Background: an optimization exercise with open tools, aiming at small area, a short achievable clock period and few clock cycles per item. Do not read the settings as production practice. Only simulation tests tie the RTL to the original design; equivalence was not proved. Power and IR drop assume default switching activity.

===== design/flow/run.sh =====
#!/bin/bash
# synth_recipe.tcl (not shown) runs the flow's synth.tcl, then flattens the netlist and writes it again
# the make line also repeats each setting of config.mk as NAME=value (left out here)
make -C /OpenROAD-flow-scripts/flow DESIGN_CONFIG=/design/flow/config.mk WORK_HOME=/design/flow/orfs CLKGATE_MAP_FILE= SYNTH_SCRIPT=/design/flow/synth_recipe.tcl finish

===== design/flow/config.mk =====
export PLATFORM = sky130hd
export DESIGN_NAME = battery_voltage_average_soc_lookup
export DESIGN_NICKNAME = battery_voltage_average_soc_lookup
export VERILOG_FILES = /design/flow/design.v
export SDC_FILE = /design/flow/constraint.sdc
export NUM_CORES = 4
export LEC_CHECK = 0
export ABC_AREA = 1
export CAP_MARGIN = 20
export CORE_MARGIN = 2
export CORE_UTILIZATION = 40
export CTS_CLUSTER_DIAMETER = 110
export CTS_CLUSTER_SIZE = 22
export PLACE_DENSITY = 0.45
export SETUP_SLACK_MARGIN = 5
export SLEW_MARGIN = 20

===== design/flow/constraint.sdc =====
create_clock -name core_clock -period 8.0 [get_ports {clk_i}]
set_input_delay 1.6000 -clock core_clock [delete_from_list [all_inputs] [get_ports {clk_i}]]
set_output_delay 1.6000 -clock core_clock [all_outputs]
set_load 0.01 [all_outputs]

===== design/flow/design.v =====
`default_nettype none
module bvsoc_search (
  input  wire logic        clk_i,
  input  wire logic        rst_ni,
  input  wire logic        en_i,
  input  wire logic        v_i,
  input  wire logic        w_i,
  input  wire logic        ld_i,
  input  wire logic        sd_i,
  input  wire logic [13:0] a_i,
  input  wire logic [13:0] l_i,
  output      logic        v_o,
  output      logic        ld_o,
  output      logic        sd_o,
  output      logic [13:0] a_o,
  output      logic [13:0] l_o,
  output      logic [6:0]  soc_o
);
  function automatic logic greater(input logic [13:0] x, input logic [13:0] y);
    logic [13:0] g, p;
    logic [12:0] gg, pp;
    g = x & ~y;
    p = x | ~y;
    gg[0] = g[2] | (p[2] & g[1]);
    pp[0] = p[2] & p[1];
    gg[1] = gg[0] | (pp[0] & g[0]);
    pp[1] = pp[0] & p[0];
    gg[2] = g[4] | (p[4] & g[3]);
    pp[2] = p[4] & p[3];
    gg[3] = g[6] | (p[6] & g[5]);
    pp[3] = p[6] & p[5];
    gg[4] = gg[3] | (pp[3] & gg[2]);
    pp[4] = pp[3] & pp[2];
    gg[5] = gg[4] | (pp[4] & gg[1]);
    pp[5] = pp[4] & pp[1];
    gg[6] = g[9] | (p[9] & g[8]);
    pp[6] = p[9] & p[8];
    gg[7] = gg[6] | (pp[6] & g[7]);
    pp[7] = pp[6] & p[7];
    gg[8] = g[11] | (p[11] & g[10]);
    pp[8] = p[11] & p[10];
    gg[9] = g[13] | (p[13] & g[12]);
    pp[9] = p[13] & p[12];
    gg[10] = gg[9] | (pp[9] & gg[8]);
    pp[10] = pp[9] & pp[8];
    gg[11] = gg[10] | (pp[10] & gg[7]);
    pp[11] = pp[10] & pp[7];
    gg[12] = gg[11] | (pp[11] & gg[5]);
    pp[12] = pp[11] & pp[5];
    greater = gg[12];
  endfunction
  logic        v2_q, w2_q, ld2_q, sd2_q, lt0_2_q, gt99_2_q;
  logic [13:0] a2_q, l2_q;
  logic [2:0]  b2_q;
  logic        v3_q, w3_q, ld3_q, sd3_q, lt0_3_q, gt99_3_q;
  logic [13:0] a3_q, l3_q;
  logic [4:0]  b3_q;
  logic [31:0] d3_q;
  logic [13:0] t0_q;
  logic [13:0] t99_q;
  logic [13:0] t49_q;
  logic [13:0] t24_q;
  logic [13:0] t74_q;
  logic [13:0] t12_q;
  logic [13:0] t36_q;
  logic [13:0] t61_q;
  logic [13:0] t86_q;
  always_ff @(posedge clk_i) begin
    if (w_i) begin
      case (l_i[6:0])
        7'd0: t0_q <= a_i;
        7'd99: t99_q <= a_i;
        7'd49: t49_q <= a_i;
        7'd24: t24_q <= a_i;
        7'd74: t74_q <= a_i;
        7'd12: t12_q <= a_i;
        7'd36: t36_q <= a_i;
        7'd61: t61_q <= a_i;
        7'd86: t86_q <= a_i;
        default: ;
      endcase
    end
  end
  logic [6:0] b1;
  logic c0;
  assign c0 = greater(a_i, t49_q);
  assign b1[0] = c0;
  logic c1_0;
  assign c1_0 = greater(a_i, t24_q);
  logic c1_1;
  assign c1_1 = greater(a_i, t74_q);
  assign b1[1] = (b1[0] ? c1_1 : c1_0);
  logic c2_00;
  assign c2_00 = greater(a_i, t12_q);
  logic c2_01;
  assign c2_01 = greater(a_i, t36_q);
  logic c2_10;
  assign c2_10 = greater(a_i, t61_q);
  logic c2_11;
  assign c2_11 = greater(a_i, t86_q);
  assign b1[2] = (b1[1] ? (b1[0] ? c2_11 : c2_01) : (b1[0] ? c2_10 : c2_00));
  logic lt0, gt99;
  assign lt0  = greater(t0_q, a_i);
  assign gt99 = greater(a_i, t99_q);
  always_ff @(posedge clk_i or negedge rst_ni) begin
    if (!rst_ni) begin
      v2_q  <= 1'b0;
      w2_q  <= 1'b0;
      ld2_q <= 1'b0;
      sd2_q <= 1'b0;
    end else if (en_i) begin
      v2_q  <= v_i;
      w2_q  <= w_i;
      ld2_q <= ld_i;
      sd2_q <= sd_i;
    end
  end
  always_ff @(posedge clk_i) begin
    if (en_i) begin
      a2_q <= a_i;
      l2_q <= l_i;
      b2_q <= b1[2:0];
      lt0_2_q  <= lt0;
      gt99_2_q <= gt99;
    end
  end
  logic [13:0] t6_q;
  logic [13:0] t18_q;
  logic [13:0] t30_q;
  logic [13:0] t42_q;
  logic [13:0] t55_q;
  logic [13:0] t67_q;
  logic [13:0] t80_q;
  logic [13:0] t92_q;
  logic [13:0] t3_q;
  logic [13:0] t9_q;
  logic [13:0] t15_q;
  logic [13:0] t21_q;
  logic [13:0] t27_q;
  logic [13:0] t33_q;
  logic [13:0] t39_q;
  logic [13:0] t45_q;
  logic [13:0] t52_q;
  logic [13:0] t58_q;
  logic [13:0] t64_q;
  logic [13:0] t70_q;
  logic [13:0] t77_q;
  logic [13:0] t83_q;
  logic [13:0] t89_q;
  logic [13:0] t95_q;
  always_ff @(posedge clk_i) begin
    if (w2_q) begin
      case (l2_q[6:0])
        7'd6: t6_q <= a2_q;
        7'd18: t18_q <= a2_q;
        7'd30: t30_q <= a2_q;
        7'd42: t42_q <= a2_q;
        7'd55: t55_q <= a2_q;
        7'd67: t67_q <= a2_q;
        7'd80: t80_q <= a2_q;
        7'd92: t92_q <= a2_q;
        7'd3: t3_q <= a2_q;
        7'd9: t9_q <= a2_q;
        7'd15: t15_q <= a2_q;
        7'd21: t21_q <= a2_q;
        7'd27: t27_q <= a2_q;
        7'd33: t33_q <= a2_q;
        7'd39: t39_q <= a2_q;
        7'd45: t45_q <= a2_q;
        7'd52: t52_q <= a2_q;
        7'd58: t58_q <= a2_q;
        7'd64: t64_q <= a2_q;
        7'd70: t70_q <= a2_q;
        7'd77: t77_q <= a2_q;
        7'd83: t83_q <= a2_q;
        7'd89: t89_q <= a2_q;
        7'd95: t95_q <= a2_q;
        default: ;
      endcase
    end
  end
  logic [6:0] b2;
  assign b2[2:0] = b2_q;
  logic [7:0] d2;   
  assign d2 = 8'd1 << b2_q;
  logic c3;
  assign c3 = greater(a2_q, ({14{d2[0]}} & t6_q) | ({14{d2[4]}} & t18_q) | ({14{d2[2]}} & t30_q) | ({14{d2[6]}} & t42_q) | ({14{d2[1]}} & t55_q) | ({14{d2[5]}} & t67_q) | ({14{d2[3]}} & t80_q) | ({14{d2[7]}} & t92_q));
  assign b2[3] = c3;
  logic c4_0;
  assign c4_0 = greater(a2_q, ({14{d2[0]}} & t3_q) | ({14{d2[4]}} & t15_q) | ({14{d2[2]}} & t27_q) | ({14{d2[6]}} & t39_q) | ({14{d2[1]}} & t52_q) | ({14{d2[5]}} & t64_q) | ({14{d2[3]}} & t77_q) | ({14{d2[7]}} & t89_q));
  logic c4_1;
  assign c4_1 = greater(a2_q, ({14{d2[0]}} & t9_q) | ({14{d2[4]}} & t21_q) | ({14{d2[2]}} & t33_q) | ({14{d2[6]}} & t45_q) | ({14{d2[1]}} & t58_q) | ({14{d2[5]}} & t70_q) | ({14{d2[3]}} & t83_q) | ({14{d2[7]}} & t95_q));
  assign b2[4] = (b2[3] ? c4_1 : c4_0);
  always_ff @(posedge clk_i or negedge rst_ni) begin
    if (!rst_ni) begin
      v3_q  <= 1'b0;
      w3_q  <= 1'b0;
      ld3_q <= 1'b0;
      sd3_q <= 1'b0;
    end else if (en_i) begin
      v3_q  <= v2_q;
      w3_q  <= w2_q;
      ld3_q <= ld2_q;
      sd3_q <= sd2_q;
    end
  end
  always_ff @(posedge clk_i) begin
    if (en_i) begin
      a3_q <= a2_q;
      l3_q <= l2_q;
      b3_q <= b2[4:0];
      for (int i = 0; i < 32; i++) begin
        d3_q[i] <= (b2[2:0] == 3'(i % 8)) & (b2[4:3] == 2'(i / 8));
      end
      lt0_3_q  <= lt0_2_q;
      gt99_3_q <= gt99_2_q;
    end
  end
  logic [13:0] t1_q;
  logic [13:0] t4_q;
  logic [13:0] t7_q;
  logic [13:0] t10_q;
  logic [13:0] t13_q;
  logic [13:0] t16_q;
  logic [13:0] t19_q;
  logic [13:0] t22_q;
  logic [13:0] t25_q;
  logic [13:0] t28_q;
  logic [13:0] t31_q;
  logic [13:0] t34_q;
  logic [13:0] t37_q;
  logic [13:0] t40_q;
  logic [13:0] t43_q;
  logic [13:0] t47_q;
  logic [13:0] t50_q;
  logic [13:0] t53_q;
  logic [13:0] t56_q;
  logic [13:0] t59_q;
  logic [13:0] t62_q;
  logic [13:0] t65_q;
  logic [13:0] t68_q;
  logic [13:0] t72_q;
  logic [13:0] t75_q;
  logic [13:0] t78_q;
  logic [13:0] t81_q;
  logic [13:0] t84_q;
  logic [13:0] t87_q;
  logic [13:0] t90_q;
  logic [13:0] t93_q;
  logic [13:0] t97_q;
  logic [13:0] t2_q;
  logic [13:0] t5_q;
  logic [13:0] t8_q;
  logic [13:0] t11_q;
  logic [13:0] t14_q;
  logic [13:0] t17_q;
  logic [13:0] t20_q;
  logic [13:0] t23_q;
  logic [13:0] t26_q;
  logic [13:0] t29_q;
  logic [13:0] t32_q;
  logic [13:0] t35_q;
  logic [13:0] t38_q;
  logic [13:0] t41_q;
  logic [13:0] t44_q;
  logic [13:0] t46_q;
  logic [13:0] t48_q;
  logic [13:0] t51_q;
  logic [13:0] t54_q;
  logic [13:0] t57_q;
  logic [13:0] t60_q;
  logic [13:0] t63_q;
  logic [13:0] t66_q;
  logic [13:0] t69_q;
  logic [13:0] t71_q;
  logic [13:0] t73_q;
  logic [13:0] t76_q;
  logic [13:0] t79_q;
  logic [13:0] t82_q;
  logic [13:0] t85_q;
  logic [13:0] t88_q;
  logic [13:0] t91_q;
  logic [13:0] t94_q;
  logic [13:0] t96_q;
  logic [13:0] t98_q;
  always_ff @(posedge clk_i) begin
    if (w3_q) begin
      case (l3_q[6:0])
        7'd1: t1_q <= a3_q;
        7'd4: t4_q <= a3_q;
        7'd7: t7_q <= a3_q;
        7'd10: t10_q <= a3_q;
        7'd13: t13_q <= a3_q;
        7'd16: t16_q <= a3_q;
        7'd19: t19_q <= a3_q;
        7'd22: t22_q <= a3_q;
        7'd25: t25_q <= a3_q;
        7'd28: t28_q <= a3_q;
        7'd31: t31_q <= a3_q;
        7'd34: t34_q <= a3_q;
        7'd37: t37_q <= a3_q;
        7'd40: t40_q <= a3_q;
        7'd43: t43_q <= a3_q;
        7'd47: t47_q <= a3_q;
        7'd50: t50_q <= a3_q;
        7'd53: t53_q <= a3_q;
        7'd56: t56_q <= a3_q;
        7'd59: t59_q <= a3_q;
        7'd62: t62_q <= a3_q;
        7'd65: t65_q <= a3_q;
        7'd68: t68_q <= a3_q;
        7'd72: t72_q <= a3_q;
        7'd75: t75_q <= a3_q;
        7'd78: t78_q <= a3_q;
        7'd81: t81_q <= a3_q;
        7'd84: t84_q <= a3_q;
        7'd87: t87_q <= a3_q;
        7'd90: t90_q <= a3_q;
        7'd93: t93_q <= a3_q;
        7'd97: t97_q <= a3_q;
        7'd2: t2_q <= a3_q;
        7'd5: t5_q <= a3_q;
        7'd8: t8_q <= a3_q;
        7'd11: t11_q <= a3_q;
        7'd14: t14_q <= a3_q;
        7'd17: t17_q <= a3_q;
        7'd20: t20_q <= a3_q;
        7'd23: t23_q <= a3_q;
        7'd26: t26_q <= a3_q;
        7'd29: t29_q <= a3_q;
        7'd32: t32_q <= a3_q;
        7'd35: t35_q <= a3_q;
        7'd38: t38_q <= a3_q;
        7'd41: t41_q <= a3_q;
        7'd44: t44_q <= a3_q;
        7'd46: t46_q <= a3_q;
        7'd48: t48_q <= a3_q;
        7'd51: t51_q <= a3_q;
        7'd54: t54_q <= a3_q;
        7'd57: t57_q <= a3_q;
        7'd60: t60_q <= a3_q;
        7'd63: t63_q <= a3_q;
        7'd66: t66_q <= a3_q;
        7'd69: t69_q <= a3_q;
        7'd71: t71_q <= a3_q;
        7'd73: t73_q <= a3_q;
        7'd76: t76_q <= a3_q;
        7'd79: t79_q <= a3_q;
        7'd82: t82_q <= a3_q;
        7'd85: t85_q <= a3_q;
        7'd88: t88_q <= a3_q;
        7'd91: t91_q <= a3_q;
        7'd94: t94_q <= a3_q;
        7'd96: t96_q <= a3_q;
        7'd98: t98_q <= a3_q;
        default: ;
      endcase
    end
  end
  logic [6:0] b3;
  assign b3[4:0] = b3_q;
  logic [31:0] d3;   
  assign d3 = d3_q;
  logic c5;
  assign c5 = greater(a3_q, ({14{d3[0]}} & t1_q) | ({14{d3[16]}} & t4_q) | ({14{d3[8]}} & t7_q) | ({14{d3[24]}} & t10_q) | ({14{d3[4]}} & t13_q) | ({14{d3[20]}} & t16_q) | ({14{d3[12]}} & t19_q) | ({14{d3[28]}} & t22_q) | ({14{d3[2]}} & t25_q) | ({14{d3[18]}} & t28_q) | ({14{d3[10]}} & t31_q) | ({14{d3[26]}} & t34_q) | ({14{d3[6]}} & t37_q) | ({14{d3[22]}} & t40_q) | ({14{d3[14]}} & t43_q) | ({14{d3[30]}} & t47_q) | ({14{d3[1]}} & t50_q) | ({14{d3[17]}} & t53_q) | ({14{d3[9]}} & t56_q) | ({14{d3[25]}} & t59_q) | ({14{d3[5]}} & t62_q) | ({14{d3[21]}} & t65_q) | ({14{d3[13]}} & t68_q) | ({14{d3[29]}} & t72_q) | ({14{d3[3]}} & t75_q) | ({14{d3[19]}} & t78_q) | ({14{d3[11]}} & t81_q) | ({14{d3[27]}} & t84_q) | ({14{d3[7]}} & t87_q) | ({14{d3[23]}} & t90_q) | ({14{d3[15]}} & t93_q) | ({14{d3[31]}} & t97_q));
  assign b3[5] = c5;
  logic c6_0;
  assign c6_0 = greater(a3_q, ({14{d3[30]}} & t46_q) | ({14{d3[29]}} & t71_q) | ({14{d3[31]}} & t96_q));
  logic c6_1;
  assign c6_1 = greater(a3_q, ({14{d3[0]}} & t2_q) | ({14{d3[16]}} & t5_q) | ({14{d3[8]}} & t8_q) | ({14{d3[24]}} & t11_q) | ({14{d3[4]}} & t14_q) | ({14{d3[20]}} & t17_q) | ({14{d3[12]}} & t20_q) | ({14{d3[28]}} & t23_q) | ({14{d3[2]}} & t26_q) | ({14{d3[18]}} & t29_q) | ({14{d3[10]}} & t32_q) | ({14{d3[26]}} & t35_q) | ({14{d3[6]}} & t38_q) | ({14{d3[22]}} & t41_q) | ({14{d3[14]}} & t44_q) | ({14{d3[30]}} & t48_q) | ({14{d3[1]}} & t51_q) | ({14{d3[17]}} & t54_q) | ({14{d3[9]}} & t57_q) | ({14{d3[25]}} & t60_q) | ({14{d3[5]}} & t63_q) | ({14{d3[21]}} & t66_q) | ({14{d3[13]}} & t69_q) | ({14{d3[29]}} & t73_q) | ({14{d3[3]}} & t76_q) | ({14{d3[19]}} & t79_q) | ({14{d3[11]}} & t82_q) | ({14{d3[27]}} & t85_q) | ({14{d3[7]}} & t88_q) | ({14{d3[23]}} & t91_q) | ({14{d3[15]}} & t94_q) | ({14{d3[31]}} & t98_q));
  assign b3[6] = (b3[5] ? c6_1 : c6_0);
  logic [6:0] soc_c0, soc_c1, soc_c2, soc_c3;
  assign soc_c0 = lt0_3_q ? 7'd0 : (gt99_3_q ? 7'd100 : (b3[4] ? (b3[3] ? (b3[2] ? (b3[1] ? (b3[0] ? 7'd96 : 7'd46) : (b3[0] ? 7'd71 : 7'd22)) : (b3[1] ? (b3[0] ? 7'd84 : 7'd34) : (b3[0] ? 7'd59 : 7'd10))) : (b3[2] ? (b3[1] ? (b3[0] ? 7'd90 : 7'd40) : (b3[0] ? 7'd65 : 7'd16)) : (b3[1] ? (b3[0] ? 7'd78 : 7'd28) : (b3[0] ? 7'd53 : 7'd4)))) : (b3[3] ? (b3[2] ? (b3[1] ? (b3[0] ? 7'd93 : 7'd43) : (b3[0] ? 7'd68 : 7'd19)) : (b3[1] ? (b3[0] ? 7'd81 : 7'd31) : (b3[0] ? 7'd56 : 7'd7))) : (b3[2] ? (b3[1] ? (b3[0] ? 7'd87 : 7'd37) : (b3[0] ? 7'd62 : 7'd13)) : (b3[1] ? (b3[0] ? 7'd75 : 7'd25) : (b3[0] ? 7'd50 : 7'd1))))));
  assign soc_c1 = lt0_3_q ? 7'd0 : (gt99_3_q ? 7'd100 : (b3[4] ? (b3[3] ? (b3[2] ? (b3[1] ? (b3[0] ? 7'd98 : 7'd48) : (b3[0] ? 7'd73 : 7'd23)) : (b3[1] ? (b3[0] ? 7'd85 : 7'd35) : (b3[0] ? 7'd60 : 7'd11))) : (b3[2] ? (b3[1] ? (b3[0] ? 7'd91 : 7'd41) : (b3[0] ? 7'd66 : 7'd17)) : (b3[1] ? (b3[0] ? 7'd79 : 7'd29) : (b3[0] ? 7'd54 : 7'd5)))) : (b3[3] ? (b3[2] ? (b3[1] ? (b3[0] ? 7'd94 : 7'd44) : (b3[0] ? 7'd69 : 7'd20)) : (b3[1] ? (b3[0] ? 7'd82 : 7'd32) : (b3[0] ? 7'd57 : 7'd8))) : (b3[2] ? (b3[1] ? (b3[0] ? 7'd88 : 7'd38) : (b3[0] ? 7'd63 : 7'd14)) : (b3[1] ? (b3[0] ? 7'd76 : 7'd26) : (b3[0] ? 7'd51 : 7'd2))))));
  assign soc_c2 = lt0_3_q ? 7'd0 : (gt99_3_q ? 7'd100 : (b3[4] ? (b3[3] ? (b3[2] ? (b3[1] ? (b3[0] ? 7'd97 : 7'd47) : (b3[0] ? 7'd72 : 7'd22)) : (b3[1] ? (b3[0] ? 7'd84 : 7'd34) : (b3[0] ? 7'd59 : 7'd10))) : (b3[2] ? (b3[1] ? (b3[0] ? 7'd90 : 7'd40) : (b3[0] ? 7'd65 : 7'd16)) : (b3[1] ? (b3[0] ? 7'd78 : 7'd28) : (b3[0] ? 7'd53 : 7'd4)))) : (b3[3] ? (b3[2] ? (b3[1] ? (b3[0] ? 7'd93 : 7'd43) : (b3[0] ? 7'd68 : 7'd19)) : (b3[1] ? (b3[0] ? 7'd81 : 7'd31) : (b3[0] ? 7'd56 : 7'd7))) : (b3[2] ? (b3[1] ? (b3[0] ? 7'd87 : 7'd37) : (b3[0] ? 7'd62 : 7'd13)) : (b3[1] ? (b3[0] ? 7'd75 : 7'd25) : (b3[0] ? 7'd50 : 7'd1))))));
  assign soc_c3 = lt0_3_q ? 7'd0 : (gt99_3_q ? 7'd100 : (b3[4] ? (b3[3] ? (b3[2] ? (b3[1] ? (b3[0] ? 7'd99 : 7'd49) : (b3[0] ? 7'd74 : 7'd24)) : (b3[1] ? (b3[0] ? 7'd86 : 7'd36) : (b3[0] ? 7'd61 : 7'd12))) : (b3[2] ? (b3[1] ? (b3[0] ? 7'd92 : 7'd42) : (b3[0] ? 7'd67 : 7'd18)) : (b3[1] ? (b3[0] ? 7'd80 : 7'd30) : (b3[0] ? 7'd55 : 7'd6)))) : (b3[3] ? (b3[2] ? (b3[1] ? (b3[0] ? 7'd95 : 7'd45) : (b3[0] ? 7'd70 : 7'd21)) : (b3[1] ? (b3[0] ? 7'd83 : 7'd33) : (b3[0] ? 7'd58 : 7'd9))) : (b3[2] ? (b3[1] ? (b3[0] ? 7'd89 : 7'd39) : (b3[0] ? 7'd64 : 7'd15)) : (b3[1] ? (b3[0] ? 7'd77 : 7'd27) : (b3[0] ? 7'd52 : 7'd3))))));
  assign soc_o = b3[6] ? (b3[5] ? soc_c3 : soc_c2) : (b3[5] ? soc_c1 : soc_c0);
  assign v_o  = v3_q;
  assign ld_o = ld3_q;
  assign sd_o = sd3_q;
  assign a_o  = a3_q;
  assign l_o  = l3_q;
endmodule
`default_nettype wire
`default_nettype none
module bvsoc_queue #(
  parameter int unsigned Width = 24
) (
  input  wire logic             clk_i,
  input  wire logic             rst_ni,
  input  wire logic             en_i,
  input  wire logic [8:0]       lsel_i,
  input  wire logic [8:0]       ssel_i,
  input  wire logic             in_valid_i,
  output      logic             in_stall_o,
  input  wire logic [Width-1:0] in_word_i,
  output      logic             valid_o,
  output      logic [62:0]      word_o
);
  function automatic logic [30:0] align(input logic [22:0] s, input logic [8:0] sel);
    logic [30:0] y;
    y = '0;
    for (int k = 0; k < 9; k++) begin
      y = y | ({31{sel[k]}} & ({8'd0, s} << (8 - k)));
    end
    align = y;
  endfunction
  function automatic logic [62:0] expand(input logic [23:0] w, input logic [8:0] ls,
                                         input logic [8:0] ss);
    if (w[23]) begin
      expand = {1'b1, 8'd0, w[22:0], 31'd0};
    end else begin
      expand = {1'b0, align(w[22:0], ls), align(w[22:0], ss)};
    end
  endfunction
  logic             skid_v_q, head_v_q;
  logic [Width-1:0] skid_q;
  logic [62:0]      head_q;
  assign in_stall_o = skid_v_q;
  always_ff @(posedge clk_i or negedge rst_ni) begin
    if (!rst_ni) begin
      skid_v_q <= 1'b0;
      head_v_q <= 1'b0;
    end else if (en_i) begin
      skid_v_q <= 1'b0;
      head_v_q <= skid_v_q | in_valid_i;
    end else if (in_valid_i) begin
      skid_v_q <= 1'b1;
    end
  end
  always_ff @(posedge clk_i) begin
    if (en_i) begin
      head_q <= expand(skid_v_q ? skid_q : in_word_i, lsel_i, ssel_i);
    end else if (!skid_v_q) begin
      skid_q <= in_word_i;
    end
  end
  assign valid_o = head_v_q;
  assign word_o  = head_q;
endmodule
`default_nettype wire
`default_nettype none
module bvsoc_front #(
  parameter int unsigned TableEntries = 100
) (
  input  wire logic        clk_i,
  input  wire logic        rst_ni,
  input  wire logic        en_i,
  input  wire logic        valid_i,
  input  wire logic [62:0] word_i,
  output      logic [8:0]  lsel_o,
  output      logic [8:0]  ssel_o,
  input  wire logic        cfg_valid_i,
  input  wire logic [1:0]  cfg_index_i,
  input  wire logic [3:0]  cfg_data_i,
  output      logic        valid_o,
  output      logic        write_o,
  output      logic        ldone_o,
  output      logic        sdone_o,
  output      logic [6:0]  index_o,
  output      logic [13:0] value_o,
  output      logic [30:0] lsum_o,
  output      logic [30:0] ssum_o
);
  logic        cmd;
  logic [30:0] lsample, ssample;
  logic [6:0]  index;
  logic [15:0] mv;
  logic        is_sample, is_write;
  assign cmd       = word_i[62];
  assign lsample   = word_i[61:31];
  assign ssample   = word_i[30:0];
  assign index     = word_i[53:47];
  assign mv        = word_i[46:31];
  assign is_sample = valid_i & ~cmd;
  assign is_write  = valid_i & cmd & ({1'b0, index} < TableEntries);
  logic [8:0]  lsel_q, ssel_q;
  logic [8:0]  lleft_q, sleft_q;
  logic        lclr_q, sclr_q;
  logic [30:0] lsum_q, ssum_q;
  logic        lwrap, swrap;
  logic [8:0]  cfg_sel;
  assign cfg_sel = (cfg_data_i > 4'd8) ? 9'h100 : (9'd1 << cfg_data_i);
  assign lwrap = lleft_q == 9'd1;
  assign swrap = sleft_q == 9'd1;
  always_ff @(posedge clk_i or negedge rst_ni) begin
    if (!rst_ni) begin
      lsel_q  <= 9'h100;
      ssel_q  <= 9'h010;
      lleft_q <= 9'd256;
      sleft_q <= 9'd16;
      lclr_q  <= 1'b1;
      sclr_q  <= 1'b1;
      valid_o <= 1'b0;
      write_o <= 1'b0;
      ldone_o <= 1'b0;
      sdone_o <= 1'b0;
    end else begin
      if (en_i) begin
        valid_o <= valid_i;
        write_o <= is_write;
        ldone_o <= is_sample & lwrap;
        sdone_o <= is_sample & swrap;
        if (is_sample) begin
          lclr_q  <= lwrap;
          sclr_q  <= swrap;
          lleft_q <= lwrap ? lsel_q : lleft_q - 9'd1;
          sleft_q <= swrap ? ssel_q : sleft_q - 9'd1;
        end
      end
      if (cfg_valid_i && cfg_index_i == 2'd0) begin
        lsel_q  <= cfg_sel;
        lleft_q <= cfg_sel;
        lclr_q  <= 1'b1;
      end
      if (cfg_valid_i && cfg_index_i == 2'd1) begin
        ssel_q  <= cfg_sel;
        sleft_q <= cfg_sel;
        sclr_q  <= 1'b1;
      end
    end
  end
  always_ff @(posedge clk_i) begin
    if (en_i) begin
      if (is_sample) begin
        lsum_q <= (lclr_q ? 31'd0 : lsum_q) + lsample;
        ssum_q <= (sclr_q ? 31'd0 : ssum_q) + ssample;
      end
      index_o <= index;
      value_o <= (|mv[15:14]) ? 14'h3fff : mv[13:0];
    end
  end
  assign lsel_o = lsel_q;
  assign ssel_o = ssel_q;
  assign lsum_o = lsum_q;
  assign ssum_o = ssum_q;
endmodule
`default_nettype wire
`default_nettype none
module bvsoc_back (
  input  wire logic        clk_i,
  input  wire logic        rst_ni,
  input  wire logic        en_i,
  input  wire logic        valid_i,
  input  wire logic        write_i,
  input  wire logic        ldone_i,
  input  wire logic        sdone_i,
  input  wire logic [6:0]  index_i,
  input  wire logic [13:0] value_i,
  input  wire logic [30:0] lsum_i,
  input  wire logic [30:0] ssum_i,
  output      logic        out_valid_o,
  output      logic [45:0] res_o
);
  function automatic logic [17:0] div_p(input logic [19:0] x);
    div_p = {2'd0, x[19:2]} - {4'd0, x[19:4]} + {10'd0, x[19:8]};
  endfunction
  function automatic logic [9:0] div_q(input logic [19:0] x);
    div_q = {1'b0, x[19:11]} + {3'd0, x[19:13]} - {6'd0, x[19:16]} + 10'd4;
  endfunction
  function automatic logic [13:0] div_high(input logic [19:0] x, input logic [17:0] p,
                                           input logic [9:0] q);
    logic [23:0] t;
    t = {1'b0, x, 3'b000} + {6'd0, p} + {14'd0, q};
    div_high = t[23:10];
  endfunction
  logic        vc_q, wc_q, ldc_q, sdc_q;
  logic [19:0] lxc_q, sxc_q;
  logic [17:0] lpc_q, spc_q;
  logic [9:0]  lqc_q, sqc_q;
  always_ff @(posedge clk_i or negedge rst_ni) begin
    if (!rst_ni) begin
      vc_q  <= 1'b0;
      wc_q  <= 1'b0;
      ldc_q <= 1'b0;
      sdc_q <= 1'b0;
    end else if (en_i) begin
      vc_q  <= valid_i;
      wc_q  <= write_i;
      ldc_q <= ldone_i;
      sdc_q <= sdone_i;
    end
  end
  always_ff @(posedge clk_i) begin
    if (en_i) begin
      lxc_q <= write_i ? {13'd0, index_i} : lsum_i[30:11];
      sxc_q <= write_i ? {6'd0, value_i} : ssum_i[30:11];
      lpc_q <= div_p(lsum_i[30:11]);
      spc_q <= div_p(ssum_i[30:11]);
      lqc_q <= div_q(lsum_i[30:11]);
      sqc_q <= div_q(ssum_i[30:11]);
    end
  end
  logic        vd_q, wd_q, ldd_q, sdd_q;
  logic [13:0] lqd_q, sqd_q;
  always_ff @(posedge clk_i or negedge rst_ni) begin
    if (!rst_ni) begin
      vd_q  <= 1'b0;
      wd_q  <= 1'b0;
      ldd_q <= 1'b0;
      sdd_q <= 1'b0;
    end else if (en_i) begin
      vd_q  <= vc_q;
      wd_q  <= wc_q;
      ldd_q <= ldc_q;
      sdd_q <= sdc_q;
    end
  end
  always_ff @(posedge clk_i) begin
    if (en_i) begin
      lqd_q <= wc_q ? lxc_q[13:0] : div_high(lxc_q, lpc_q, lqc_q);
      sqd_q <= wc_q ? sxc_q[13:0] : div_high(sxc_q, spc_q, sqc_q);
    end
  end
  logic        vs, lds, sds;
  logic [13:0] ls, as;
  logic [6:0]  soc;
  bvsoc_search u_search (
    .clk_i  (clk_i),
    .rst_ni (rst_ni),
    .en_i   (en_i),
    .v_i    (vd_q),
    .w_i    (wd_q),
    .ld_i   (ldd_q),
    .sd_i   (sdd_q),
    .a_i    (sqd_q),
    .l_i    (lqd_q),
    .v_o    (vs),
    .ld_o   (lds),
    .sd_o   (sds),
    .a_o    (as),
    .l_o    (ls),
    .soc_o  (soc)
  );
  logic        out_v_q, ld_q, sd_q, init_q;
  logic [13:0] lavg_q, savg_q;
  logic [6:0]  soc_q;
  always_ff @(posedge clk_i or negedge rst_ni) begin
    if (!rst_ni) begin
      out_v_q <= 1'b0;
      ld_q    <= 1'b0;
      sd_q    <= 1'b0;
      init_q  <= 1'b0;
      lavg_q  <= '0;
      savg_q  <= '0;
      soc_q   <= '0;
    end else if (en_i) begin
      out_v_q <= vs;
      ld_q    <= lds;
      sd_q    <= sds;
      if (lds) begin
        lavg_q <= ls;
        init_q <= 1'b1;
      end
      if (sds) begin
        savg_q <= as;
        soc_q  <= soc;
      end
    end
  end
  assign out_valid_o = out_v_q;
  assign res_o = {2'b00, lavg_q, ld_q, 2'b00, savg_q, sd_q, soc_q, 4'b0000, init_q};
endmodule
`default_nettype wire
`default_nettype none
module battery_voltage_average_soc_lookup #(
  parameter int unsigned TABLE_ENTRIES = 100
) (
  input  wire logic        clk_i,
  input  wire logic        rst_ni,
  input  wire logic        in_valid_i,
  output      logic        in_stall_o,
  input  wire logic        cmd_i,
  input  wire logic [22:0] sample_uv_i,
  input  wire logic [6:0]  entry_index_i,
  input  wire logic [15:0] entry_mv_i,
  output      logic        out_valid_o,
  input  wire logic        out_stall_i,
  output      logic [15:0] long_avg_mv_o,
  output      logic        long_done_o,
  output      logic [15:0] short_avg_mv_o,
  output      logic        short_done_o,
  output      logic [10:0] soc_x16_o,
  output      logic        init_seen_o,
  input  wire logic        cfg_valid_i,
  output      logic        cfg_ready_o,
  input  wire logic [1:0]  cfg_index_i,
  input  wire logic [3:0]  cfg_data_i
);
  logic        en;
  logic        v0, v1, w1, ld1, sd1;
  logic [23:0] in_word;
  logic [62:0] word0;
  logic [8:0]  lsel, ssel;
  logic [6:0]  index1;
  logic [13:0] value1;
  logic [30:0] lsum1, ssum1;
  logic [45:0] res;
  assign en = ~(out_valid_o & out_stall_i);
  assign in_word = {cmd_i, cmd_i ? {entry_index_i, entry_mv_i} : sample_uv_i};
  bvsoc_queue #(
    .Width (24)
  ) u_queue (
    .clk_i      (clk_i),
    .rst_ni     (rst_ni),
    .en_i       (en),
    .lsel_i     (lsel),
    .ssel_i     (ssel),
    .in_valid_i (in_valid_i),
    .in_stall_o (in_stall_o),
    .in_word_i  (in_word),
    .valid_o    (v0),
    .word_o     (word0)
  );
  bvsoc_front #(
    .TableEntries (TABLE_ENTRIES)
  ) u_front (
    .clk_i       (clk_i),
    .rst_ni      (rst_ni),
    .en_i        (en),
    .valid_i     (v0),
    .word_i      (word0),
    .lsel_o      (lsel),
    .ssel_o      (ssel),
    .cfg_valid_i (cfg_valid_i),
    .cfg_index_i (cfg_index_i),
    .cfg_data_i  (cfg_data_i),
    .valid_o     (v1),
    .write_o     (w1),
    .ldone_o     (ld1),
    .sdone_o     (sd1),
    .index_o     (index1),
    .value_o     (value1),
    .lsum_o      (lsum1),
    .ssum_o      (ssum1)
  );
  bvsoc_back u_back (
    .clk_i       (clk_i),
    .rst_ni      (rst_ni),
    .en_i        (en),
    .valid_i     (v1),
    .write_i     (w1),
    .ldone_i     (ld1),
    .sdone_i     (sd1),
    .index_i     (index1),
    .value_i     (value1),
    .lsum_i      (lsum1),
    .ssum_i      (ssum1),
    .out_valid_o (out_valid_o),
    .res_o       (res)
  );
  assign cfg_ready_o = 1'b1;
  assign {long_avg_mv_o, long_done_o, short_avg_mv_o, short_done_o,
          soc_x16_o, init_seen_o} = res;
endmodule
`default_nettype wire

==> flow_summary.ini, run 1 <==
[timing]
worst_pin_slew_ns = 1.212
rsz0062_at_grt = true
fin_skew_ns = 0.03776
slew_viol_final = 0
fin_tns_setup_ns = 0
hold_viol = 0
fin_crit_sh = 0.3819
max_clock_freq_ghz = 0.3273
setup_viol_count_final = 0
fin_crit_ns = 3.055
relSlewSlack = 0.1918
setup_slack_ns = 4.945

[worst_setup_path]
crit_type = flop to flop
start_kind = flop
reg2reg_depth = 4
rrSetupSlack_ns = 4.94
crit_end = u_back.u_search.t41_q[2]
r2r-start = u_back.u_search.l3_q[6]
endpoint_kind = flop
cp_max_fo = 11
crit_required_ns = 8.45
r2r-end = u_back.u_search.t41_q[2]
worstSetupStartpoint = u_back.u_search.l3_q[6]
cp.arrival_ns = 3.50

[synthesis]
synth-warning-count = 4
synth-seq-cells = 1893
ys_seq_area_frac = 0.6607
synthArstFlopShare = 0.05230
ys.flop_type = edfxtp_1
syn_area_um2 = 85300
synth_top_area_share = 0.6315
syn_avg_cell_area_um2 = 11.07
synth_top_area_cell = edfxtp_1
syn_inst = 7703
synth-edff-count = 1794
ys_types = 73
synth_area_leaders = edfxtp_1 63%, nand2_1 10%, ha_1 3.1%, nor2_1 2.9%, dfrtp_1 2.7%

[finish]
ff_latch_area_um2 = 56370
final_util = 0.4652
drive_above_1_share = 0.1477
syn2layout_area_growth_pct = 15.66
postLayoutCellArea_um2 = 98660
multi_input_area_um2 = 27610
nets = 8489
nFillCells = 19610

[die]
start_util = 0.4022
dieArea_um2 = 217000
coreArea_um2 = 212100
ios = 107
rows = 169
die_x_um = 465.8
die_h_um = 465.8

[clocking]
clock_latency_ns = 0.79
cts_sinks = 1893
clk_pin_slew_worst_paths_ns = 0.09
cts_buffers = 97
h-tree-depth = 3
root_buffer = clkbuf_16
cts_max_path_buffers = 3
cts_tree = built

[global_route]
use_met1 = 0.3854
grt_start_max_net_pins = 74
grt_pass1_vias = 56590
grt.busiest_layer = met2
antenna_found_initial = 10
grt_first_pass_wirelength_um = 418300
grtUsageTotal = 0.2683
overflow = 0
gr-usage-met2 = 0.4400
met3_usage = 0.02201

[place]
place_ws_ns = 3.182
post-dp-hpwl_um = 183000
port_buffers = 97
place_congestion = 0.8628
postPlaceCellArea_um2 = 90300

[routing]
wl_per_cell_um = 27.23
wirelength_um = 301400
firstDrtPassIters = 8
vias = 60140
route.antenna.remaining_nets = 0
drc = 0
vias_per_cell = 5.434
detail_route.iter0.violations = 6564

[status]
status = no timing/DRC/antenna violations

[pwr]
pwr_density_cell_nw_per_um2 = 444.6
power.leakage_nw = 37.89
peakVddDrop_v = 0.0005892

[run]
cap_violations = 0

[worst_hold_path]
hold_class = flop to flop
-- sequential cells by signal, indices dropped and copies added, names as in the netlist, 18 cells and up --
| register | count |
|---|---|
| u_front.lsum_q | 31 |
| u_front.ssum_q | 31 |
| u_back.sxc_q | 20 |
| u_back.lpc_q | 18 |
| u_queue.head_q | 63 |
| u_back.spc_q | 18 |
| u_back.u_search.d3_q | 32 |
| u_queue.skid_q | 24 |
| u_back.lxc_q | 20 |
-- through the flow --
step,std cells,power (W),hold slack [ns]
global placement,10570,0.03390,0.4032
global route,11060,0.04654,0.4351
detailed placement,10570,0.03398,0.4073
finish,11070,0.04386,0.4282
CTS,10920,0.04149,0.4301
floorplan,7710,0.02671,0.4003
-- synth_stat cells, types with 8 or more instances --
| cell type | count |
|---|---|
| a211oi_1 | 18 |
| a21boi_0 | 10 |
| a21oi_1 | 266 |
| a221oi_1 | 29 |
| a221oi_2 | 12 |
| a22o_1 | 21 |
| a22oi_1 | 43 |
| a31oi_1 | 47 |
| buf_1 | 18 |
| buf_2 | 57 |
| buf_4 | 20 |
| buf_6 | 37 |
| clkbuf_1 | 140 |
| clkinv_1 | 16 |
| dfrtp_1 | 93 |
| edfxtp_1 | 1794 |
| fa_1 | 48 |
| ha_1 | 214 |
| inv_1 | 575 |
| inv_2 | 12 |
| mux2_2 | 8 |
| nand2_1 | 2380 |
| nand2_2 | 9 |
| nand3_1 | 188 |
| nand4_1 | 119 |
| nor2_1 | 658 |
| nor3_1 | 62 |
| nor4_1 | 9 |
| o2111ai_1 | 11 |
| o211ai_1 | 18 |
| o21ai_0 | 283 |
| o21ai_1 | 33 |
| o221ai_1 | 17 |
| o22ai_1 | 176 |
| o31ai_1 | 17 |
| o41ai_1 | 15 |
| or2_2 | 15 |
| xnor2_1 | 37 |
| xor2_1 | 80 |
-- cell families (layout without fill, tap and decap cells) --
kind of cell / count (synthesis) / in the layout / share of synthesized area
and+or+nand+nor: 3486 / 3489 / 0.1641
AOI/OAI and AO/OA: 1059 / 1059 / 0.07579
other: 2 / 14 / 0.00008804
buffers and inverters: 875 / 1403 / 0.04348
muxes: 8 / 8 / 0.001056
adders and majority gates: 263 / 263 / 0.04277
DFF: 1893 / 1893 / 0.6607
xor gates and xnor gates: 117 / 117 / 0.01201
-- report_power, final --
group / switching [W] / total, W / internal, W
Sequential: 0.00112 / 0.0152 / 0.0141
Clock: 0.00329 / 0.00571 / 0.00242
Combinational: 0.0149 / 0.0230 / 0.00805
Total: 0.0193 / 0.0439 / 0.0245
-- placed cells by master (no fill, tap or decap), drive strengths merged, types with 18 or more instances in the layout --
master         count
a31oi             47
a221oi            41
xor2              80
a21oi            270
ha               214
or2               18
nor3              67
xnor2             37
buf              557
o211ai            18
clkbuf           168
a22oi             44
nand2           2397
inv              577
clkdlybuf4s50     54
clkinv            26
a211oi            18
fa                48
nand4            119
o22ai            176
edfxtp          1794
a22o              21
o21ai            318
dfrtp             93
nand3            196
nor2             666
-- metal layers --
| metal | routed length [um] | vias up |
|---|---|---|
| li1 | - | 27570 |
| met1 | 134400 | 30350 |
| met2 | 142700 | 1900 |
| met3 | 16270 | 319 |
| met4 | 8016 | 0 |
| met5 | 0 | - |
-- repair_timing --
| item | CTS | global route |
|---|---|---|
| cloned | 7 | 14 |
| endpoints found under the setup margin | 550 | 152 |
| gates resized for setup | 509 | 387 |
| setup buffers | 171 | 124 |
| hold buffers | 0 | 0 |
| pin swaps | 59 | 172 |
-- final cells by class --
type	instances	share of cell area
Antenna cell	5	0.0001268
Clock buffer	158	0.02746
Clock inverter	13	0.001788
Inverter	603	0.02492
Multi-Input combinational cell	4945	0.2799
Sequential cell	1893	0.5713
Tap cell	2821	0.03578
Timing Repair Buffer	624	0.05803
Timing Repair inverter	5	0.0006595
-- worst min-delay path by stage --
stage,startpoint,to,depth (start not counted)
3_5_place_dp,u_back.lqd_q[12],u_back.u_search.l2_q[12],0
4_1_cts,u_back.u_search.l2_q[9],u_back.u_search.l3_q[9],0
3_3_place_gp,u_back.u_search.gt99_2_q,u_back.u_search.gt99_3_q,0
5_1_grt,u_back.u_search.lt0_2_q,u_back.u_search.lt0_3_q,0
2_1_floorplan,u_back.u_search.gt99_2_q,u_back.u_search.gt99_3_q,0
6_report,u_back.lqd_q[13],u_back.u_search.l2_q[13],0
-- worst max-delay path, cell delays in order (launching register included) --
cell	delay, ns
edfxtp_1	0.61
nor2_1	0.48
nand2_1	0.50
nor2_2	0.69
buf_4	0.42
Testbench counts, summed over its fixed seeds: cycles 9,384, items 9,216.
==> run 2: changes to the inputs <==
--- a/design/flow/config.mk
+++ b/design/flow/config.mk
@@ -14,3 +14,4 @@
 export PLACE_DENSITY = 0.45
 export SETUP_SLACK_MARGIN = 5
 export SLEW_MARGIN = 20
+export TNS_END_PERCENT = 10
==> flow_summary.ini, run 2 <==
[finish]
largest_reg_flops = 63
nFillCells = 19710
layout_commonest_cell = nand2_1
syn2layout_area_growth_pct = 13.72
layoutNonFillerInstCount = 10950
drive_above_1_share = 0.1210
reg_top3 = u_queue.head_q x63, u_back.u_search.d3_q x32
final_cell_mix = 2,308 x nand2_1, 1,794 x edfxtp_1, 590 x nor2_1
nets = 8387
multi_input_area_um2 = 26870
ff_latch_area_um2 = 56380
top_register = u_queue.head_q

[worst_setup_path]
cp.arrival_ns = 1.55
reg2reg_depth = 10
endpoint_kind = primary output
cp_top_family = flip-flops
worstSetupStartpoint = u_back.sd_q
cp_cell_sequence = buf_6
cp_slowest_stage_delay_ns = 0.59
path_depth = 1
critPathSlowestCell = dfrtp_4
crit_end = short_done_o
rrSetupSlack_ns = 4.93
r2r-end = u_back.lqd_q[13]
cp_max_fo = 2
r2r-start = u_back.lxc_q[9]
crit_required_ns = 6.40
cp_num_buf_inv = 1
crit_type = flop to primary output
start_kind = flop

[pwr]
seq_power_share = 0.361
comb_power_share = 0.505
sw_frac_of_total = 0.4396
clock_power_share = 0.134
switchingPower_w = 0.01875
power.leakage_nw = 37.22
p_int_w = 0.02389
pwr_density_cell_nw_per_um2 = 439.6
total_power_w = 0.04264
peakVddDrop_v = 0.0002992

[timing]
max_clock_freq_ghz = 0.3170
setup_viol_count_final = 0
slew_viol_final = 0
hold_viol = 0
setup_slack_ns = 4.845
rsz0062_at_grt = true
worst_pin_slew_ns = 1.284
fin_tns_setup_ns = 0
fin_crit_sh = 0.3944
fin_skew_ns = 0.04453
relSlewSlack = 0.1440
fin_crit_ns = 3.155

[routing]
firstDrtPassIters = 5
vias = 60110
vias_per_cell = 5.488
detail_route.iter0.violations = 6930
wirelength_um = 299000
wl_per_cell_um = 27.30
drc = 0
route.antenna.remaining_nets = 0

[die]
ios = 107
die_h_um = 465.8
coreArea_um2 = 212100
rows = 169
die_x_um = 465.8
start_util = 0.4022
dieArea_um2 = 217000

[global_route]
antenna_found_initial = 14
overflow = 0
grt_start_max_net_pins = 131
grt_first_pass_wirelength_um = 415100
grt_pass1_vias = 55600
grtUsageTotal = 0.2671

[synthesis]
synth-seq-cells = 1893
ys_types = 73
syn_inst = 7703
ys.flop_type = edfxtp_1
ys_seq_area_frac = 0.6607
synth_area_leaders = edfxtp_1 63%, nand2_1 10%, ha_1 3.1%, nor2_1 2.9%, dfrtp_1 2.7%
synth_top_area_cell = edfxtp_1
syn_avg_cell_area_um2 = 11.07
synthArstFlopShare = 0.05230
syn_area_um2 = 85300
synthTopCellsByCount = 2,380 x nand2_1, 1,794 x edfxtp_1, 658 x nor2_1, 575 x inv_1, 283 x o21ai_0
synth-warning-count = 4
synth_top_area_share = 0.6315
synth-edff-count = 1794
synth_most_common_cell = nand2_1

[status]
status = no timing/DRC/antenna violations

[clocking]
h-tree-depth = 3
clk_pin_slew_worst_paths_ns = 0.09
cts_buffers = 97
root_buffer = clkbuf_16
clock_latency_ns = 0.81
cts_max_path_buffers = 3
cts_sinks = 1893
cts_tree = built

[place]
place_congestion = 0.8798
port_buffers = 97
post-dp-hpwl_um = 184400
dp_cells = 10570
place_ws_ns = 2.780

[run]
cap_violations = 0

[worst_hold_path]
hold_class = flop to flop
[run 2: metal layers]
metal  vias up  global-route usage  wire length [um]
met5         -                   0                 0
met1     30230              0.4080            137600
met3       310             0.03495             22470
met4         0             0.05406              7090
li1      27350                   -                 -
met2      2218              0.4070            131900
[run 2: power by group through the flow]
stage               logic, W  registers, W  clock network [W]
finish                0.0215        0.0154            0.00569
global placement      0.0179        0.0158                  0
floorplan             0.0113        0.0154                  0
detailed placement    0.0180        0.0157                  0
global route          0.0237        0.0155            0.00611
CTS                   0.0187        0.0154            0.00583
[run 2: layout make-up]
type,count,share of cell area
Sequential cell,1893,0.5812
Multi-Input combinational cell,4943,0.2770
Timing Repair Buffer,525,0.05123
Tap cell,2821,0.03639
Clock buffer,144,0.02694
Inverter,603,0.02455
Clock inverter,14,0.002167
Timing Repair inverter,4,0.0003225
Antenna cell,6,0.0001548
[run 2: per-stage QoR]
step	cell area, um^2	utilization	hold WS (ns)
global placement	90230	0.4254	0.4028
CTS	93880	0.4426	0.4288
finish	97000	0.4574	0.4301
global route	96990	0.4573	0.4384
detailed placement	90230	0.4254	0.4045
floorplan	85410	-	0.4003
[run 2: cell families after synthesis]
family / after synthesis / share of synthesized area
flops: 1893 / 0.6607
other cells: 2 / 0.00008804
simple gates: 3486 / 0.1641
compound gates: 1059 / 0.07579
buf+inv: 875 / 0.04348
xor+xnor: 117 / 0.01201
mux: 8 / 0.001056
fa+ha+maj: 263 / 0.04277
[run 2: worst min path at each step]
stage,startpoint,to,slack (ns),cells after the start
final,u_back.lqd_q[10],u_back.u_search.l2_q[10],0.43,0
after global routing,u_back.lqd_q[10],u_back.u_search.l2_q[10],0.44,0
after CTS,u_back.u_search.l2_q[11],u_back.u_search.l3_q[11],0.43,0
after detailed placement,u_back.lqd_q[7],u_back.u_search.l2_q[7],0.40,0
after global placement,u_back.u_search.l2_q[11],u_back.u_search.l3_q[11],0.40,0
after floorplan,u_back.u_search.gt99_2_q,u_back.u_search.gt99_3_q,0.40,0
[run 2: repair_timing]
item                       CTS  global route
setup endpoints to repair  326           273
buffers inserted            36           167
resized for setup          212           413
pin swaps                    6           134
cloned                       6             8
hold buffers                 0             0
==> run 3: changes to the inputs <==
--- a/design/flow/config.mk
+++ b/design/flow/config.mk
@@ -12,6 +12,6 @@
 export CTS_CLUSTER_DIAMETER = 110
 export CTS_CLUSTER_SIZE = 22
 export PLACE_DENSITY = 0.45
-export SETUP_SLACK_MARGIN = 5
+export SETUP_SLACK_MARGIN = 4.8
 export SLEW_MARGIN = 20
 export TNS_END_PERCENT = 10
==> flow_summary.ini, run 3 <==
[clocking]
cts_sinks = 1893
cts_buffers = 96
h-tree-depth = 3
cts_max_path_buffers = 3
clk_pin_slew_worst_paths_ns = 0.10
root_buffer = clkbuf_16
clock_latency_ns = 0.80
cts_tree = built

[worst_setup_path]
r2r-start = u_front.lsum_q[23]
endpoint_kind = primary output
cp_slowest_stage_delay_ns = 0.67
start_kind = flop
cp_max_fo = 2
cp.arrival_ns = 1.81
crit_type = flop to primary output
cp_num_buf_inv = 1
cp_cell_sequence = clkdlybuf4s50_1
crit_required_ns = 6.40
worstSetupStartpoint = u_back.soc_q[6]
critPathSlowestCell = clkdlybuf4s50_1
cp_top_family = buffers and inverters

[timing]
hold_viol = 0
worst_pin_slew_ns = 1.088
whs_ns = 0.4224
setup_slack_ns = 4.592
fin_crit_sh = 0.4259
slew_viol_final = 0
setup_viol_count_final = 0
fin_tns_setup_ns = 0
fin_skew_ns = 0.05212
relSlewSlack = 0.2721
max_clock_freq_ghz = 0.2935
fin_crit_ns = 3.408
rsz0062_at_grt = true

[global_route]
overflow = 0
grt_pass1_vias = 56100
grt_first_pass_wirelength_um = 411500
grtUsageTotal = 0.2629
antenna_found_initial = 6
grt_start_max_net_pins = 73

[die]
start_util = 0.4022
die_h_um = 465.8
dieArea_um2 = 217000
ios = 107
coreArea_um2 = 212100
rows = 169
die_x_um = 465.8

[routing]
wl_per_cell_um = 26.83
route.antenna.remaining_nets = 0
detail_route.iter0.violations = 5919
vias = 58850
wirelength_um = 290800
vias_per_cell = 5.429
firstDrtPassIters = 8
drc = 0

[pwr]
total_power_w = 0.04096
peakVddDrop_v = 0.0004786
pwr_density_cell_nw_per_um2 = 430.9
power.leakage_nw = 36.43

[status]
status = no timing/DRC/antenna violations

[run]
cap_violations = 0

[place]
port_buffers = 97
place_ws_ns = 2.601
post-dp-hpwl_um = 182700
place_congestion = 0.8899

[synthesis]
ys.flop_type = edfxtp_1
ys_seq_area_frac = 0.6607
ys_types = 73
syn_area_um2 = 85300
synth_most_common_cell = nand2_1
syn_inst = 7703
syn_avg_cell_area_um2 = 11.07
synth_area_leaders = edfxtp_1 63%, nand2_1 10%, ha_1 3.1%, nor2_1 2.9%, dfrtp_1 2.7%
synthTopCellsByCount = 2,380 x nand2_1, 1,794 x edfxtp_1, 658 x nor2_1, 575 x inv_1, 283 x o21ai_0
synth-edff-count = 1794
synth_top_area_cell = edfxtp_1
synth_top_area_share = 0.6315
synthArstFlopShare = 0.05230
synth-seq-cells = 1893
synth-warning-count = 4

[finish]
final_cell_mix = 2,363 x nand2_1, 1,794 x edfxtp_1, 620 x nor2_1
top_register = u_queue.head_q
reg_top3 = u_queue.head_q x63, u_back.u_search.d3_q x32
syn2layout_area_growth_pct = 11.42
drive_above_1_share = 0.08682
ff_latch_area_um2 = 56360
multi_input_area_um2 = 26130
final_util = 0.4481
nFillCells = 19900
layout_commonest_cell = nand2_1
nets = 8277
largest_reg_flops = 63

[worst_hold_path]
hp-start = u_back.lqd_q[8]
hold_class = flop to flop
run 3: cell counts after synthesis:
Identical to the previous run, type by type.
run 3: layout make-up:
type                       count  share of cell area
timing repair buffer         415             0.04028
clock inverter                 8            0.001145
timing repair inverter         4           0.0003028
multi-input combinational   4944              0.2749
antenna                        2          0.00005266
tap                         2821             0.03714
inverter                     603             0.02505
sequential                  1893              0.5930
clock buffer                 150             0.02808
run 3: through the flow:
step | cells | area, um^2
floorplan | 7710 | 85370
global placement | 10590 | 90290
detailed placement | 10590 | 90310
CTS | 10780 | 93920
global route | 10840 | 95050
finish | 10840 | 95050
run 3: cell families after synthesis:
kind of cell	after synthesis	share of synthesized area
compound gates	1059	0.07579
xor+xnor	117	0.01201
fa+ha+maj	263	0.04277
buf+inv	875	0.04348
flops	1893	0.6607
mux	8	0.001056
other cells	2	0.00008804
simple gates	3486	0.1641
run 3: path summary, 6_finish.rpt:
| path | endpoint | slack [ns] | depth (start not counted) |
|---|---|---|---|
| hold reg to reg | u_back.u_search.l2_q[8] | 0.42 | 0 |
| max in group asynchronous | u_back.soc_q[0] | 5.85 | 2 |
| min in group asynchronous | u_queue.skid_v_q | 0.91 | 1 |
| hold / removal | u_back.u_search.l2_q[8] | 0.42 | 0 |
| setup reg to reg | u_back.lqc_q[9] | 4.72 | 14 |
| setup / recovery | soc_x16_o[10] | 4.59 | 1 |
run 3: what timing repair did:
action	CTS	global route
pin swaps	10	35
setup endpoints to repair	540	194
resized for setup	142	171
cloned	9	2
hold buffers	0	0
buffers inserted	31	52
run 3: routing by layer:
layer  track usage  vias to the layer above  share of wire
li1              -                    27130              -
met1        0.3760                    29480           0.44
met2        0.4298                     1924           0.47
met3       0.02853                      315          0.062
met4       0.06302                        0          0.027
met5             0                        -              0
run 3: power by group:
group	leakage (nW)	total [W]	switching [W]	internal, W
clock network	1.33	0.00560	0.00327	0.00232
registers	17.9	0.0152	0.00111	0.0141
logic	17.2	0.0202	0.0138	0.00642
total	36.4	0.0410	0.0182	0.0228
==> run 4: changes to the inputs <==
--- a/design/flow/config.mk
+++ b/design/flow/config.mk
@@ -12,6 +12,6 @@
 export CTS_CLUSTER_DIAMETER = 110
 export CTS_CLUSTER_SIZE = 22
 export PLACE_DENSITY = 0.45
-export SETUP_SLACK_MARGIN = 4.8
+export SETUP_SLACK_MARGIN = 4.6
 export SLEW_MARGIN = 20
 export TNS_END_PERCENT = 10
==> flow_summary.ini, run 4 <==
[status]
status = no timing/DRC/antenna violations

[place]
post-dp-hpwl_um = 182700
port_buffers = 97
place_congestion = 0.8899

[synthesis]
synth-edff-count = 1794
synth_most_common_cell = nand2_1
synth-seq-cells = 1893
synth-warning-count = 4
synth_top_area_share = 0.6315
synthTopCellsByCount = 2,380 x nand2_1, 1,794 x edfxtp_1, 658 x nor2_1, 575 x inv_1, 283 x o21ai_0
ys_types = 73
synth_area_leaders = edfxtp_1 63%, nand2_1 10%, ha_1 3.1%, nor2_1 2.9%, dfrtp_1 2.7%
ys.flop_type = edfxtp_1
synthArstFlopShare = 0.05230
syn_inst = 7703
synth_top_area_cell = edfxtp_1
syn_avg_cell_area_um2 = 11.07
ys_seq_area_frac = 0.6607
syn_area_um2 = 85300

[finish]
final_cell_mix = 2,375 x nand2_1, 1,794 x edfxtp_1, 636 x nor2_1
drive_above_1_share = 0.07292
top_register = u_queue.head_q
multi_input_area_um2 = 25780
largest_reg_flops = 63
layout_commonest_cell = nand2_1
nets = 8228
nFillCells = 19980
ff_latch_area_um2 = 56360
reg_top3 = u_queue.head_q x63, u_back.u_search.d3_q x32
final_util = 0.4433
syn2layout_area_growth_pct = 10.21

[timing]
fin_crit_ns = 3.447
setup_viol_count_final = 0
whs_ns = 0.4238
relSlewSlack = 0.2788
max_clock_freq_ghz = 0.2901
slew_viol_final = 0
fin_crit_sh = 0.4308
rsz0062_at_grt = true
hold_viol = 0
fin_tns_setup_ns = 0
worst_pin_slew_ns = 1.078
fin_skew_ns = 0.05578

[pwr]
peakVddDrop_v = 0.0004881
power.leakage_nw = 36.04
pwr_density_cell_nw_per_um2 = 425.4

[die]
start_util = 0.4022
die_x_um = 465.8
ios = 107
die_h_um = 465.8
rows = 169
coreArea_um2 = 212100
dieArea_um2 = 217000

[global_route]
overflow = 0
grt_start_max_net_pins = 144
grt_pass1_vias = 55890
grt_first_pass_wirelength_um = 408000
antenna_found_initial = 6
grtUsageTotal = 0.2603

[clocking]
cts_max_path_buffers = 3
clock_latency_ns = 0.81
cts_sinks = 1893
clk_pin_slew_worst_paths_ns = 0.10
h-tree-depth = 3
cts_tree = built
hold_buffers = 0
root_buffer = clkbuf_16
cts_buffers = 96

[routing]
drc = 0
route.antenna.remaining_nets = 0
firstDrtPassIters = 8
vias_per_cell = 5.426
vias = 58560
detail_route.iter0.violations = 6216
wirelength_um = 288200
wl_per_cell_um = 26.71

[run]
cap_violations = 0

[worst_hold_path]
worstHoldPathCells = 0
hold_class = flop to flop

[worst_setup_path]
endpoint_kind = flop
cp_max_fo = 31
crit_type = flop to flop
cpMostUsedCell = nand2_1
cp_cell_sequence = inv_2, nand3_4, inv_4, buf_8, a22o_1, nor2_1, nand4_1, nand2_1, nand2_1, nor2_2, nand2_1, nand3_1, nand2_1, nand2_1, a21oi_1, nand2_4, nor2_1
cp_slowest_stage_delay_ns = 0.58
reg2reg_depth = 17
cp.arrival_ns = 4.06
crit_required_ns = 8.61
critPathSlowestCell = edfxtp_1
start_kind = flop
==> run 4: worst paths after layout <==
| kind | slack [ns] | end | from |
|---|---|---|---|
| max | 4.55 | u_back.u_search.d3_q[7] | u_back.u_search.b2_q[2] |
| min | 0.42 | u_back.u_search.l2_q[8] | u_back.lqd_q[8] |
| max reg2reg | 4.55 | u_back.u_search.d3_q[7] | u_back.u_search.b2_q[2] |
| min reg2reg | 0.42 | u_back.u_search.l2_q[8] | u_back.lqd_q[8] |
| max in group asynchronous | 5.87 | u_back.soc_q[0] | rst_ni |
| min in group asynchronous | 0.91 | u_back.u_search.ld3_q | rst_ni |
==> run 4: what timing repair did <==
item / in CTS / in global routing
gates cloned: 3 / 4
gates resized for setup: 87 / 85
pin swaps: 2 / 12
setup endpoints to repair: 454 / 392
setup buffers: 11 / 27
==> run 4: cell families (layout without fill, tap and decap cells) <==
| kind of cell | after synthesis | count (layout) | synth area share |
|---|---|---|---|
| compound gates | 1059 | 1059 | 0.07579 |
| xor+xnor | 117 | 117 | 0.01201 |
| fa+ha+maj | 263 | 263 | 0.04277 |
| buf+inv | 875 | 1131 | 0.04348 |
| flops | 1893 | 1893 | 0.6607 |
| mux | 8 | 8 | 0.001056 |
| other cells | 2 | 11 | 0.00008804 |
| simple gates | 3486 | 3488 | 0.1641 |
==> run 4: layer usage <==
metal,global-route usage,share of wire,wire length (um)
met1,0.3733,0.45,129100
met2,0.4245,0.47,135500
met3,0.02870,0.057,16320
met4,0.06144,0.025,7300
met5,0,0,0
==> run 4: layout make-up <==
class	instances	area share
flip-flops and latches	1893	0.5995
multi-input cells	4944	0.2742
well taps	2821	0.03754
repair buffers	366	0.03411
clock buffers	150	0.02839
inverters	603	0.02473
clock inverters	8	0.001158
repair inverters	4	0.0003061
diodes	2	0.00005323
==> run 4: power breakdown <==
| group | total (W) | internal (W) | switching [W] |
|---|---|---|---|
| clock | 0.00559 | 0.00232 | 0.00327 |
| combinational | 0.0192 | 0.00586 | 0.0134 |
| sequential | 0.0152 | 0.0141 | 0.00111 |
| total | 0.0400 | 0.0222 | 0.0178 |
==> run 4: stage by stage <==
stage               setup slack [ns]  total power (W)  instance area (um^2)  cells
global placement               2.625          0.03396                 90290  10590
global route                   4.391          0.04271                 94020  10790
finish                         4.553          0.04000                 94020  10790
detailed placement             2.601          0.03405                 90310  10590
floorplan                      4.494          0.02666                 85370   7710
CTS                            4.443          0.03986                 93470  10760
==> run 4: critical path, delay by kind of cell, from the launching register on <==
family          cells  cell delay [ns]
buf+inv             3             0.80
flops               1             0.58
compound gates      2             0.52
simple gates       12             1.32
==> run 5: changes to the inputs <==
--- a/design/flow/config.mk
+++ b/design/flow/config.mk
@@ -12,6 +12,6 @@
 export CTS_CLUSTER_DIAMETER = 110
 export CTS_CLUSTER_SIZE = 22
 export PLACE_DENSITY = 0.45
-export SETUP_SLACK_MARGIN = 4.6
+export SETUP_SLACK_MARGIN = 5
 export SLEW_MARGIN = 20
-export TNS_END_PERCENT = 10
+export TNS_END_PERCENT = 30
==> flow_summary.ini, run 5 <==
[status]
status = no timing/DRC/antenna violations

[finish]
final_cell_mix = 2,315 x nand2_1, 1,794 x edfxtp_1, 567 x nor2_1
layout_commonest_cell = nand2_1
nets = 8452
largest_reg_flops = 63
syn2layout_area_growth_pct = 14.97
reg_top3 = u_queue.head_q x63, u_back.u_search.d3_q x32
drive_above_1_share = 0.1381
top_register = u_queue.head_q
nFillCells = 19600

[die]
ios = 107
start_util = 0.4022
dieArea_um2 = 217000
die_h_um = 465.8
rows = 169
die_x_um = 465.8
coreArea_um2 = 212100

[worst_hold_path]
worstHoldPathCells = 0
hold_class = flop to flop
hp-start = u_back.lqd_q[10]

[synthesis]
syn_inst = 7703
syn_area_um2 = 85300
synth_top_area_share = 0.6315
syn_avg_cell_area_um2 = 11.07
synth_top_area_cell = edfxtp_1
synth-warning-count = 4
ys_types = 73
synth_most_common_cell = nand2_1
ys_seq_area_frac = 0.6607
synth-edff-count = 1794
synthArstFlopShare = 0.05230
synthTopCellsByCount = 2,380 x nand2_1, 1,794 x edfxtp_1, 658 x nor2_1, 575 x inv_1, 283 x o21ai_0
ys.flop_type = edfxtp_1
synth-seq-cells = 1893
synth_area_leaders = edfxtp_1 63%, nand2_1 10%, ha_1 3.1%, nor2_1 2.9%, dfrtp_1 2.7%

[global_route]
grt_pass1_vias = 55920
overflow = 0
grt_start_max_net_pins = 131
antenna_found_initial = 10
grt_first_pass_wirelength_um = 417500
grtUsageTotal = 0.2687

[timing]
rsz0062_at_grt = true
slew_viol_final = 0
worst_pin_slew_ns = 1.246
setup_slack_ns = 4.828
fin_tns_setup_ns = 0
whs_ns = 0.4301
setup_viol_count_final = 0
max_clock_freq_ghz = 0.3153
fin_crit_sh = 0.3965
relSlewSlack = 0.1692
hold_viol = 0
fin_crit_ns = 3.172
fin_skew_ns = 0.04009

[worst_setup_path]
cp_cell_sequence = buf_6
cp_slowest_stage_delay_ns = 0.60
r2r-start = u_back.lxc_q[12]
crit_type = flop to primary output
start_kind = flop
cp_top_family = flip-flops
worstSetupStartpoint = u_back.sd_q
crit_required_ns = 6.40
critPathSlowestCell = dfrtp_4
cp_num_buf_inv = 1
path_depth = 1
cp_max_fo = 2
endpoint_kind = primary output
rrSetupSlack_ns = 4.90
cp.arrival_ns = 1.57
reg2reg_depth = 10

[routing]
route.antenna.remaining_nets = 0
firstDrtPassIters = 6
detail_route.iter0.violations = 6830
wl_per_cell_um = 27.38
wirelength_um = 301800
vias = 60380
vias_per_cell = 5.479
drc = 0

[place]
place_ws_ns = 2.780
port_buffers = 97
place_congestion = 0.8798
post-dp-hpwl_um = 184400

[clocking]
clk_pin_slew_worst_paths_ns = 0.10
root_buffer = clkbuf_16
cts_sinks = 1893
cts_buffers = 97
cts_tree = built
h-tree-depth = 3
clock_latency_ns = 0.81
cts_max_path_buffers = 3

[pwr]
pwr_density_cell_nw_per_um2 = 446.5
power.leakage_nw = 37.59
peakVddDrop_v = 0.0002938

[run]
cap_violations = 0
run 5: cell types whose count changed in the layout (fill, tap and decap cells not counted), moves of 33 or more:
cell             before   now
a21oi_1             262   227
buf_4               241   409
nand2_2              10    56
inv_1               564   531
ha_1                211   172
a21oi_2               6    39
nor2_1              636   567
clkdlybuf4s50_1      93    55
nand2_1            2375  2315
nor2_2               21    63
run 5: metrics by stage:
stage	util	cells	instance area, um^2	total power [W]
after floorplan	-	7710	85410	0.02666
after global placement	0.4254	10570	90230	0.03369
after detailed placement	0.4254	10570	90230	0.03377
after CTS	0.4461	10810	94620	0.04060
after global routing	0.4623	11010	98060	0.04644
final	0.4624	11020	98070	0.04378
run 5: cell type report:
class	count	area [um^2]	area share
flip-flops and latches	1893	56380	0.5749
multi-input cells	4943	27280	0.2781
repair buffers	590	5573	0.05682
well taps	2821	3530	0.03599
clock buffers	144	2614	0.02665
inverters	603	2430	0.02478
clock inverters	14	210.2	0.002143
repair inverters	4	36.28	0.0003700
diodes	8	20.02	0.0002041
run 5: power breakdown:
part	total, W	switching, W	internal, W
clock network	0.00570	0.00336	0.00234
logic	0.0227	0.0146	0.00812
registers	0.0154	0.00133	0.0141
run 5: worst paths after layout:
path	end
worst max-delay path	short_done_o
worst max register to register	u_back.lqd_q[13]
worst min-delay path	u_back.u_search.l2_q[10]
max in group asynchronous	u_front.write_o
worst min register to register	u_back.u_search.l2_q[10]
min in group asynchronous	u_back.ld_q
run 5: cells by family after synthesis:
family	Yosys count	share of synthesized area
and+or+nand+nor	3486	0.1641
DFF	1893	0.6607
AOI/OAI and AO/OA	1059	0.07579
buffers and inverters	875	0.04348
adders and majority gates	263	0.04277
xor gates and xnor gates	117	0.01201
muxes	8	0.001056
other	2	0.00008804
run 5: metal layers:
| layer | GRT usage | vias to the layer above | wire (um) |
|---|---|---|---|
| li1 | - | 27480 | - |
| met1 | 0.4104 | 30500 | 138300 |
| met2 | 0.4100 | 2120 | 134100 |
| met3 | 0.03481 | 280 | 22860 |
| met4 | 0.05401 | 0 | 6547 |
| met5 | 0 | - | 0 |
run 5: timing repair:
action	4_1_cts	5_1_grt
setup endpoints to repair	326	255
pin swaps	29	173
gates resized for setup	308	478
buffers inserted	71	194
hold buffers	0	0
gates cloned	10	7

-- afterwards: timing with drivers on the ports --
In the flow no input, the clock included, has a driving cell. The finished layouts below were timed again as built, in two steps.
Step 1 sets driving cells, clkbuf_16 on the clock port and buf_2 on the other inputs (assumed; they add their load-dependent delay and slew).
Step 2 moves the port delays by t, midway between the first and last clock arrival at a register: inputs arrive t later, outputs are due t later. That takes back most of the time a late clock gives input paths.
Slacks: ideal / step 1 / step 2; pairs: ideal / step 1.
| run | shift t [ns] | setup WS [ns] | worst setup path after step 2 | cell pins on the clock port's net |
|---|---|---|---|---|
| run 1 | 0.865 | 4.945 / 4.900 / 4.261 | input to register | 1 |
| run 2 | 0.869 | 4.845 / 4.762 / 4.209 | input to register | 1 |
| run 3 | 0.867 | 4.592 / 4.498 / 3.994 | input to register | 1 |
| run 4 | 0.868 | 4.553 / 4.502 / 4.073 | input to register | 1 |
| run 5 | 0.869 | 4.828 / 4.745 / 4.168 | input to register | 1 |
After both steps setup and hold are still met in every run listed. For run 1, which loses most, drivers alone change the setup slack by -0.045 ns; drivers and shift together by -0.684 ns.
